This design comes from an exercise in tuning for small area, a short achievable clock period and few clock cycles per item on the open sky130 flow, not from production work.
The clock port is modelled as an ideal driver, which makes a skipped or thinned clock tree look cheaper than it is; a real chip needs a root buffer or a tree.
Power and IR drop assume default switching activity.

## trimmed_mean_ph_converter
module trimmed_mean_ph_converter
#(
    parameter int WINDOW      = DEF_WINDOW,
    parameter int DROP        = DEF_DROP,
    parameter int SAMPLE_BITS = DEF_SAMPLE_BITS
) (
    input  logic                   i_clk,
    input  logic                   i_rst_n,
    input  logic                   i_start,
    output logic                   o_busy,
    input  logic [SAMPLE_BITS-1:0] i_sample,
    output logic                   o_valid,
    output logic signed [PH_W-1:0] o_ph_milli,
    output logic [TSUM_W-1:0]      o_trimmed_sum,
    input  logic                   i_cfg_valid,
    output logic                   o_cfg_ready,
    input  logic [CFG_IDX_W-1:0]   i_cfg_index,
    input  logic [CFG_DATA_W-1:0]  i_cfg_data
);
==> module tmpc_dp, before the edit <==
module tmpc_dp
#(
    parameter int SAMPLE_BITS = DEF_SAMPLE_BITS
) (
    input  logic                         i_clk,
    input  logic                         i_rst_n,
    input  logic [SAMPLE_BITS-1:0]       i_x,
    input  logic                         i_xv,
    input  logic                         i_first,
    input  logic                         i_pop_ok,
    input  logic                         i_pfirst,
    input  logic                         i_last,
    input  logic                         i_cfg_wr,
    input  logic [CFG_IDX_W-1:0]         i_cfg_index,
    input  logic [CFG_DATA_W-1:0]        i_cfg_data,
    output logic                         o_valid,
    output logic signed [PH_W-1:0]       o_ph_milli,
    output logic [TSUM_W-1:0]            o_trimmed_sum
);
    localparam int SB  = SAMPLE_BITS;
    localparam int AW  = TSUM_W;           
    localparam int XW  = GAIN_W + 3;       
    localparam int PW  = XW - 2;           
    logic [SB-1:0] r_m1, r_m2;             
    logic          w_lt1, w_lt2;
    logic [SB-1:0] r_p;
    logic          r_pv, r_pfirst, r_plast;
    logic [SB-1:0] r_x1, r_x2;             
    logic          r_sub1, r_sub2, r_subx, r_done;
    tmpc_lt #(.W(SB)) u_lt1 (.i_a(i_x), .i_b(r_m1), .o_lt(w_lt1));
    tmpc_lt #(.W(SB)) u_lt2 (.i_a(i_x), .i_b(r_m2), .o_lt(w_lt2));
    always_ff @(posedge i_clk) begin
        if (i_first) begin
            r_m1 <= i_x;
            r_m2 <= '1;
        end else begin
            r_m1 <= w_lt1 ? i_x : r_m1;
            r_m2 <= w_lt1 ? r_m1 : (w_lt2 ? i_x : r_m2);
        end
    end
    logic [SB-1:0] w_x1n;                  
    always_ff @(posedge i_clk) begin
        if (r_pv && r_plast) begin
            r_p <= ~w_x1n;
        end else if (r_sub1) begin
            r_p <= ~r_x2;
        end else if (i_xv && i_pop_ok) begin
            r_p <= w_lt2 ? r_m2 : i_x;
        end else begin
            r_p <= '0;
        end
    end
    always_ff @(posedge i_clk) begin
        if (!i_rst_n) begin
            r_pv     <= 1'b0;
            r_pfirst <= 1'b0;
            r_plast  <= 1'b0;
        end else begin
            r_pv     <= i_xv && i_pop_ok;
            r_pfirst <= i_xv && i_pfirst;
            r_plast  <= i_xv && i_last;
        end
    end
    logic          w_gt1, w_gt2;
    logic [AW-1:0] r_acc;
    tmpc_lt #(.W(SB)) u_gt1 (.i_a(r_x1), .i_b(r_p), .o_lt(w_gt1));
    tmpc_lt #(.W(SB)) u_gt2 (.i_a(r_x2), .i_b(r_p), .o_lt(w_gt2));
    assign w_x1n = w_gt1 ? r_p : r_x1;
    always_ff @(posedge i_clk) begin
        if (r_pfirst) begin
            r_x1 <= r_p;
            r_x2 <= '0;
        end else begin
            r_x1 <= w_x1n;
            r_x2 <= w_gt1 ? r_x1 : (w_gt2 ? r_p : r_x2);
        end
    end
    always_ff @(posedge i_clk) begin
        r_acc <= (r_pfirst ? AW'(2) : r_acc) + {{(AW-SB){r_subx}}, r_p};
    end
    always_ff @(posedge i_clk) begin
        if (!i_rst_n) begin
            r_sub1 <= 1'b0;
            r_sub2 <= 1'b0;
            r_subx <= 1'b0;
            r_done <= 1'b0;
        end else begin
            r_sub1 <= r_pv && r_plast;
            r_sub2 <= r_sub1;
            r_subx <= (r_pv && r_plast) || r_sub1;
            r_done <= r_sub2;
        end
    end
    logic signed [OFFSET_W-1:0] r_offset;
    logic [GAIN_W-1:0]          r_gain;
    always_ff @(posedge i_clk) begin
        if (!i_rst_n) begin
            r_offset <= OFFSET_RESET;
            r_gain   <= GAIN_RESET;
        end else if (i_cfg_wr) begin
            if (i_cfg_index == REG_OFFSET) r_offset <= $signed(i_cfg_data[OFFSET_W-1:0]);
            if (i_cfg_index == REG_GAIN)   r_gain   <= i_cfg_data[GAIN_W-1:0];
        end
    end
    localparam int RW = 18;
    logic [RW-1:0]   r_sum;
    logic [3:0]      r_step;               
    logic            r_off;
    logic            r_valid;
    logic signed [XW-1:0] r_w;             
    logic signed [XW-1:0] r_b;             
    logic [2:0]      w_dig;
    logic            w_neg, w_one, w_two, w_off;
    logic signed [XW-1:0] w_bn;
    always_comb begin
        if (r_done) begin
            w_dig = {r_acc[1], r_acc[0], 1'b0};
        end else if (r_step != 4'd0 && r_step < 4'd8) begin
            w_dig = r_sum[3:1];
        end else begin
            w_dig = 3'b000;
        end
        w_neg = ~w_dig[2] & (w_dig[1] | w_dig[0]);     
        w_one = w_dig[1] ^ w_dig[0];
        w_two = (w_dig[2] & ~w_dig[1] & ~w_dig[0]) | (~w_dig[2] & w_dig[1] & w_dig[0]);
        w_off = (r_step == 4'd8);
        w_bn  = ({XW{w_one}} & XW'({1'b0, r_gain})) |
                ({XW{w_two}} & XW'({1'b0, r_gain, 1'b0})) |
                ({XW{w_off}} & {{(XW-OFFSET_W){r_offset[OFFSET_W-1]}}, r_offset});
        w_bn  = w_bn ^ {XW{w_neg}};
    end
    always_ff @(posedge i_clk) begin
        if (!i_rst_n) begin
            r_step  <= 4'd0;
            r_valid <= 1'b0;
        end else begin
            r_step  <= r_done ? 4'd1 :
                       ((r_step != 4'd0 && r_step != 4'd9) ? r_step + 4'd1 : 4'd0);
            r_valid <= (r_step == 4'd9);
        end
    end
    always_ff @(posedge i_clk) begin
        r_b   <= w_bn;
        r_off <= w_off;
    end
    always_ff @(posedge i_clk) begin
        if (r_done) begin
            r_sum <= RW'(r_acc);
        end else begin
            r_sum <= {r_sum[1:0], r_sum[RW-1:2]};
        end
    end
    logic [AW:0]          w_n;             
    logic [AW+1:0]        w_x;             
    logic                 w_xc;
    logic [AW+1:0]        w_ax;            
    logic signed [PW-1:0] w_p;
    logic signed [XW-1:0] w_a, w_s;
    logic                 w_sneg;          
    logic                 w_sat;
    assign w_ax = {1'b0, r_acc, 1'b0};
    always_comb begin
        for (int i = 0; i <= AW; i++) begin
            w_n[i] = ((i % 2) == 0) ? (~w_ax[i+2] & (w_ax[i+1] | w_ax[i])) : 1'b0;
        end
        w_xc = 1'b0;
        for (int i = 0; i < 8; i++) begin
            w_x[2*i]   = ~(w_n[2*i] ^ w_xc);
            w_x[2*i+1] = ~(w_n[2*i] | w_xc);
            w_xc       = w_xc | w_n[2*i];
        end
        w_x[16] = w_xc;
        w_p   = r_w[XW-1:2];
        w_a   = {{2{w_p[PW-1]}}, w_p};
        w_s   = w_a + r_b;
        w_sat = r_off & w_sneg;
    end
    tmpc_sum_sign #(.W(XW)) u_sat (
        .i_a    (w_a),
        .i_b    (XW'({~r_offset[OFFSET_W-1], r_offset})),
        .o_sign (w_sneg)
    );
    always_ff @(posedge i_clk) begin
        if (r_done) begin
            r_w <= XW'({w_x, 2'b00});
        end else begin
            r_w <= {w_s[XW-1:PH_W], w_s[PH_W-1] | w_sat, w_s[PH_W-2:0] & {(PH_W-1){~w_sat}}};
        end
    end
    assign o_valid       = r_valid;
    assign o_ph_milli    = r_w[PH_W-1:0];
    assign o_trimmed_sum = r_sum[AW-1:0];
endmodule
==> flow/config.mk <==
export PLATFORM = sky130hd
export DESIGN_NAME = trimmed_mean_ph_converter
export DESIGN_NICKNAME = trimmed_mean_ph_converter
export VERILOG_FILES = /design/flow/design.v
export SDC_FILE = /design/flow/constraint.sdc
export NUM_CORES = 4
export LEC_CHECK = 0
export ABC_AREA = 1
export CAP_MARGIN = 20
export CORE_MARGIN = 2
export CORE_UTILIZATION = 55
export PLACE_DENSITY = 0.7
export SLEW_MARGIN = 20
==> flow/constraint.sdc <==
create_clock -name core_clock -period 8.0 [get_ports {i_clk}]
set_input_delay 1.6000 -clock core_clock [delete_from_list [all_inputs] [get_ports {i_clk}]]
set_output_delay 1.6000 -clock core_clock [all_outputs]
set_load 0.01 [all_outputs]
standard.sh (not shown) runs the stock make flow with config.mk's settings and CLKGATE_MAP_FILE= SYNTH_SCRIPT=/design/flow/synth_recipe.tcl, a recipe that flattens the netlist after the stock synthesis.
==> flow/flow/run.sh <==
#!/bin/bash
# Layout flow: the standard ORFS flow (standard.sh, unchanged synthesis),
# with these changes to how the layout is made; the design, clock period and
# constraints are unchanged:
#  - every port still gets a buffer, but a plain sky130_fd_sc_hd__buf_2
#    instead of the delay cell buffer_ports picks by default;
#  - the clock tree uses clkbuf_16 clusters of up to 25 sinks and no dummy
#    loads; post_cts.tcl then drives the leaf buffers straight from the root
#    buffer and removes the middle level, so every register gets its clock
#    through the root buffer and one leaf buffer;
#  - timing repair aims for a setup slack margin of 5.4 ns.
# make's full output goes to make_finish.log in this folder; each ORFS step
# keeps its own log under orfs/logs/ (post_cts.tcl prints into 4_1_cts.log).
set -euo pipefail
export BUFFER_PORTS_ARGS="-buffer_cell sky130_fd_sc_hd__buf_2"
export CTS_ARGS="-sink_clustering_enable -repair_clock_nets -dont_use_dummy_load -sink_clustering_size 25 -sink_clustering_max_diameter 150 -buf_list sky130_fd_sc_hd__clkbuf_16 -root_buf sky130_fd_sc_hd__clkbuf_16 -distance_between_buffers 2000 -branching_point_buffers_distance 2000"
export POST_CTS_TCL="$(pwd)/flow/post_cts.tcl"
bash standard.sh SETUP_SLACK_MARGIN=5.4 finish > make_finish.log 2>&1
Other scripts of this flow, unchanged in this note and not shown: flow/flow/post_cts.tcl
==> next run, changes <==
--- a/flow/design.v
+++ b/flow/design.v
@@ -131,11 +131,12 @@
     logic [SB-1:0] r_m1, r_m2;             
     logic          w_lt1, w_lt2;
     logic [SB-1:0] r_p;
     logic          r_pv, r_pfirst, r_plast;
     logic [SB-1:0] r_x1, r_x2;             
-    logic          r_sub1, r_sub2, r_subx, r_done;
+    logic          r_sub1, r_sub2, r_done;
+    logic          w_subx;
     tmpc_lt #(.W(SB)) u_lt1 (.i_a(i_x), .i_b(r_m1), .o_lt(w_lt1));
     tmpc_lt #(.W(SB)) u_lt2 (.i_a(i_x), .i_b(r_m2), .o_lt(w_lt2));
     always_ff @(posedge i_clk) begin
         if (i_first) begin
             r_m1 <= i_x;
@@ -167,11 +168,16 @@
             r_pfirst <= i_xv && i_pfirst;
             r_plast  <= i_xv && i_last;
         end
     end
     logic          w_gt1, w_gt2;
-    logic [AW-1:0] r_acc;
+    localparam int AL = 8;
+    logic [AL-1:0]    r_acc_lo;
+    logic [AW-AL-1:0] r_acc_hi;
+    logic             r_acc_c;
+    logic [AL:0]      w_acc_lo;
+    logic [AW-1:0]    w_acc;
     tmpc_lt #(.W(SB)) u_gt1 (.i_a(r_x1), .i_b(r_p), .o_lt(w_gt1));
     tmpc_lt #(.W(SB)) u_gt2 (.i_a(r_x2), .i_b(r_p), .o_lt(w_gt2));
     assign w_x1n = w_gt1 ? r_p : r_x1;
     always_ff @(posedge i_clk) begin
         if (r_pfirst) begin
@@ -180,23 +186,27 @@
         end else begin
             r_x1 <= w_x1n;
             r_x2 <= w_gt1 ? r_x1 : (w_gt2 ? r_p : r_x2);
         end
     end
-    always_ff @(posedge i_clk) begin
-        r_acc <= (r_pfirst ? AW'(2) : r_acc) + {{(AW-SB){r_subx}}, r_p};
+    assign w_subx = r_sub1 | r_sub2;      
+    assign w_acc  = {r_acc_hi + (AW-AL)'(r_acc_c), r_acc_lo};
+    assign w_acc_lo = {1'b0, r_pfirst ? AL'(2) : r_acc_lo} + {1'b0, r_p[AL-1:0]};
+    always_ff @(posedge i_clk) begin
+        r_acc_lo <= w_acc_lo[AL-1:0];
+        r_acc_c  <= w_acc_lo[AL];
+        r_acc_hi <= (r_pfirst ? '0 : r_acc_hi) + {{(AW-SB){w_subx}}, r_p[SB-1:AL]}
+                    + (AW-AL)'(r_acc_c & ~r_pfirst);
     end
     always_ff @(posedge i_clk) begin
         if (!i_rst_n) begin
             r_sub1 <= 1'b0;
             r_sub2 <= 1'b0;
-            r_subx <= 1'b0;
             r_done <= 1'b0;
         end else begin
             r_sub1 <= r_pv && r_plast;
             r_sub2 <= r_sub1;
-            r_subx <= (r_pv && r_plast) || r_sub1;
             r_done <= r_sub2;
         end
     end
     logic signed [OFFSET_W-1:0] r_offset;
     logic [GAIN_W-1:0]          r_gain;
@@ -210,20 +220,20 @@
         end
     end
     localparam int RW = 18;
     logic [RW-1:0]   r_sum;
     logic [3:0]      r_step;               
-    logic            r_off;
+    logic            w_offs;               
     logic            r_valid;
     logic signed [XW-1:0] r_w;             
     logic signed [XW-1:0] r_b;             
     logic [2:0]      w_dig;
     logic            w_neg, w_one, w_two, w_off;
     logic signed [XW-1:0] w_bn;
     always_comb begin
         if (r_done) begin
-            w_dig = {r_acc[1], r_acc[0], 1'b0};
+            w_dig = {r_acc_lo[1], r_acc_lo[0], 1'b0};
         end else if (r_step != 4'd0 && r_step < 4'd8) begin
             w_dig = r_sum[3:1];
         end else begin
             w_dig = 3'b000;
         end
@@ -244,17 +254,17 @@
             r_step  <= r_done ? 4'd1 :
                        ((r_step != 4'd0 && r_step != 4'd9) ? r_step + 4'd1 : 4'd0);
             r_valid <= (r_step == 4'd9);
         end
     end
+    assign w_offs = (r_step == 4'd9);
     always_ff @(posedge i_clk) begin
-        r_b   <= w_bn;
-        r_off <= w_off;
+        r_b <= w_bn;
     end
     always_ff @(posedge i_clk) begin
         if (r_done) begin
-            r_sum <= RW'(r_acc);
+            r_sum <= RW'(w_acc);
         end else begin
             r_sum <= {r_sum[1:0], r_sum[RW-1:2]};
         end
     end
     logic [AW:0]          w_n;             
@@ -263,11 +273,11 @@
     logic [AW+1:0]        w_ax;            
     logic signed [PW-1:0] w_p;
     logic signed [XW-1:0] w_a, w_s;
     logic                 w_sneg;          
     logic                 w_sat;
-    assign w_ax = {1'b0, r_acc, 1'b0};
+    assign w_ax = {1'b0, w_acc, 1'b0};
     always_comb begin
         for (int i = 0; i <= AW; i++) begin
             w_n[i] = ((i % 2) == 0) ? (~w_ax[i+2] & (w_ax[i+1] | w_ax[i])) : 1'b0;
         end
         w_xc = 1'b0;
@@ -278,11 +288,11 @@
         end
         w_x[16] = w_xc;
         w_p   = r_w[XW-1:2];
         w_a   = {{2{w_p[PW-1]}}, w_p};
         w_s   = w_a + r_b;
-        w_sat = r_off & w_sneg;
+        w_sat = w_offs & w_sneg;
     end
     tmpc_sum_sign #(.W(XW)) u_sat (
         .i_a    (w_a),
         .i_b    (XW'({~r_offset[OFFSET_W-1], r_offset})),
         .o_sign (w_sneg)
After rerunning:
- first-iteration DRC count fell by 19%
- global-route usage rose by 0.96 points
- clock skew barely changes
- via count rose by 2.2%
- final cell count is about the same
- total power fell by 5.9%
- utilization barely changes
- hold slack gains 6.3 ps
No functional check of the RTL was part of any run of this note.

-- port drivers added, routing unchanged --
Ports are ideal in the flow. The routed layouts listed here were re-timed in OpenROAD. Step 1 sets driving cells, clkbuf_16 on the clock port and buf_2 on the other inputs (assumed; they add their load-dependent delay and slew). Step 2 also shifts input and output timing later by t, the mid clock arrival at the registers, as if the neighbouring blocks saw the same clock. Three values: no drivers, after step 1, after step 2; two values: the first two.
run | t, ns | setup WS [ns] | worst hold slack (ns) | worst data-port slew with drivers (ns)
the first run | 0.427 | 5.489 / 5.444 / 5.179 | 0.407 / 0.407 / 0.407 | 0.04
the second run | 0.418 | 5.455 / 5.409 / 5.128 | 0.413 / 0.413 / 0.413 | 0.04
After both steps every run listed still meets setup and hold. For the second run, which loses most, drivers alone change the setup slack by -0.046 ns; drivers and shift together by -0.327 ns.
